This design comes from an exercise in tuning for small area on the open sky130 flow, not from production work.
Function was checked by simulation only, so behaviour that the tests miss may differ from the original.
No activity file was given, so power comes from the tool's default toggle rates.

==> run A <==
Design twobit_26x18_mesh, start of the top module:
module twobit_26x18_mesh #(
  parameter int ROWS   = mesh_pkg::ROWS,
  parameter int COLS   = mesh_pkg::COLS,
  parameter int THRESH = mesh_pkg::THRESH
) (
  input  logic                       clk,
  input  logic                       rst,
  input  logic [2*ROWS*COLS-1:0]     inp,
  output logic [ROWS*COLS-1:0]       out
);
==> flow/config.mk <==
export PLATFORM = sky130hd
export DESIGN_NAME = twobit_26x18_mesh
export DESIGN_NICKNAME = twobit_26x18_mesh
export VERILOG_FILES = /design/flow/design.v
export SDC_FILE = /design/flow/constraint.sdc
export NUM_CORES = 4
export LEC_CHECK = 0
export CAP_MARGIN = 20
export CORE_AREA = 5 5 395 395
export DIE_AREA = 0 0 400 400
export SLEW_MARGIN = 20
export SYNTH_HIERARCHICAL = 1
==> flow/constraint.sdc <==
create_clock -name core_clock -period 4.0 [get_ports {clk}]
set_input_delay 0.8000 -clock core_clock [delete_from_list [all_inputs] [get_ports {clk}]]
set_output_delay 0.8000 -clock core_clock [all_outputs]
set_load 0.01 [all_outputs]
standard.sh (not shown) runs the stock make flow with config.mk's settings and CLKGATE_MAP_FILE= SYNTH_SCRIPT=/design/flow/synth_recipe.tcl, a recipe that flattens the netlist after the stock synthesis.
==> flow/flow/run.sh <==
#!/bin/bash
# Own layout flow: the standard ORFS flow, with two changes.
#  1. Synthesis is synth_recipe.tcl unchanged except that ABC maps each module
#     for area with a plain "map -a" (flow/abc_map.script), so the small gate
#     modules of the RTL each become the one cell they describe.
#  2. The port buffers that ORFS inserts are the smallest buffer, buf_1.
# Each tool's full output goes to a log file of its own in this folder.
set -euo pipefail
W=$(pwd)
RES=$W/orfs/results/$FLOW_PLATFORM/twobit_26x18_mesh/base

cat > $W/own_synth.tcl <<EOT
proc abc {args} {
  set i [lsearch -exact \$args -script]
  if {\$i >= 0} { set args [lreplace \$args \$i [expr {\$i + 1}]] }
  set i [lsearch -exact \$args -D]
  if {\$i >= 0} { set args [lreplace \$args \$i [expr {\$i + 1}]] }
  yosys abc -script $W/flow/abc_map.script {*}\$args
}
source $W/synth_recipe.tcl
EOT

MK=(make -C "$FLOW_HOME" DESIGN_CONFIG="$W/config.mk" WORK_HOME="$W/orfs" CLKGATE_MAP_FILE=
    SYNTH_SCRIPT="$W/own_synth.tcl"
    "BUFFER_PORTS_ARGS=-buffer_cell sky130_fd_sc_hd__buf_1")

"${MK[@]}" synth > "$W/synth.log" 2>&1
"${MK[@]}" finish > "$W/layout.log" 2>&1

: # left out here: write the final layout as DEF
==> flow/flow/abc_map.script <==
strash
map -a
topo
stime -c
==> run G: changes against run A <==
--- a/flow/flow/run.sh
+++ b/flow/flow/run.sh
@@ -1,3 +1,3 @@
 #!/bin/bash
-# Own layout flow: the standard ORFS flow, with two changes.
+# Own layout flow: the standard ORFS flow, with these changes.
 #  1. Synthesis is synth_recipe.tcl unchanged except that ABC maps each module
@@ -6,2 +6,4 @@
 #  2. The port buffers that ORFS inserts are the smallest buffer, buf_1.
+#  3. The clock tree uses small clock buffers and no dummy loads.
+#  4. IO pins may sit one routing track apart, so the die can be smaller.
 # Each tool's full output goes to a log file of its own in this folder.
@@ -24,3 +26,5 @@
     SYNTH_SCRIPT="$W/own_synth.tcl"
-    "BUFFER_PORTS_ARGS=-buffer_cell sky130_fd_sc_hd__buf_1")
+    "BUFFER_PORTS_ARGS=-buffer_cell sky130_fd_sc_hd__buf_1"
+    "PLACE_PINS_ARGS=-min_distance 1 -min_distance_in_tracks"
+    "CTS_ARGS=-sink_clustering_enable -repair_clock_nets -dont_use_dummy_load -buf_list {sky130_fd_sc_hd__clkbuf_8} -sink_clustering_size 20 -sink_clustering_max_diameter 50")
 
CORE_AREA = 5 5 275 275   (was 5 5 395 395)
DIE_AREA = 0 0 280 280   (was 0 0 400 400)
==> qor summary <==
item                                                                            run A        run G
Normalized max-slew margin                                                      40.0%        53.7%
Final Core Density                                                              30.7%        58.9%
Total instance count after detailed placement                                   7,197        6,119
Number of tap cells inserted                                                    2,030          959
Run status                                                   timing/DRC/antenna clean  timing/DRC/antenna clean
Register share of total power                                                   42.1%        55.6%
Highest clock frequency the design can meet                                   403 MHz      433 MHz
Final worst hold slack                                                       0.215 ns     0.211 ns
Post-DR vias/cell                                                                5.49         6.20
Clock root buffer master                                                    clkbuf_16     clkbuf_8
Final worst path period share                                                   62.0%        57.7%
Longest individual stage delay on the worst path                              0.67 ns      0.46 ns
Area Growth Syn to Fin                                                          34.7%        23.7%
Final Power                                                                 25,000 uW    18,600 uW
Clock buffer count                                                                136           92
Maximum clock skew at final layout                                          0.0478 ns    0.0588 ns
Final worst slack                                                             1.52 ns      1.69 ns
Post-route cell area                                                      0.0466 mm^2  0.0428 mm^2
Slew at the pin with the worst max-slew slack                                0.904 ns     0.694 ns
Destination of the worst register-to-register timing path                r_out_q[438]  r_out_q[75]
Weighted congestion reported at the end of routability-driven placement          1.00         1.04
PwrDens                                                                   536 mW/mm^2  434 mW/mm^2
P_leak                                                                      0.0161 uW    0.0148 uW
Post-route insts no fill                                                        7,427        6,334

==> re-timing with driven ports <==
How much do the figures lean on ideal ports? The routed layouts below were timed once more, with nothing changed but the port constraints. Step 1 assumes that a clkbuf_16 drives the clock port and a buf_2 every other input. Step 2 adds t to the input delays and takes it off the output delays; t is the mean of the earliest and latest rising clock arrival at the registers after step 1. Input paths then give back, and output paths get back, about the clock's delay inside the block. Slacks: ideal / step 1 / step 2; pairs: ideal / step 1.
run | shift t [ns] | slack for setup (ns) | worst setup path at the end | worst register clock-pin slew, ns | pins driven straight from the clock port
run A | 0.791 | 1.518 / 1.428 / 1.545 | input to register | 0.07 / 0.07 | 1
run G | 0.757 | 1.691 / 1.625 / 1.866 | input to register | 0.12 / 0.12 | 1
After both steps every run listed still meets setup and hold.
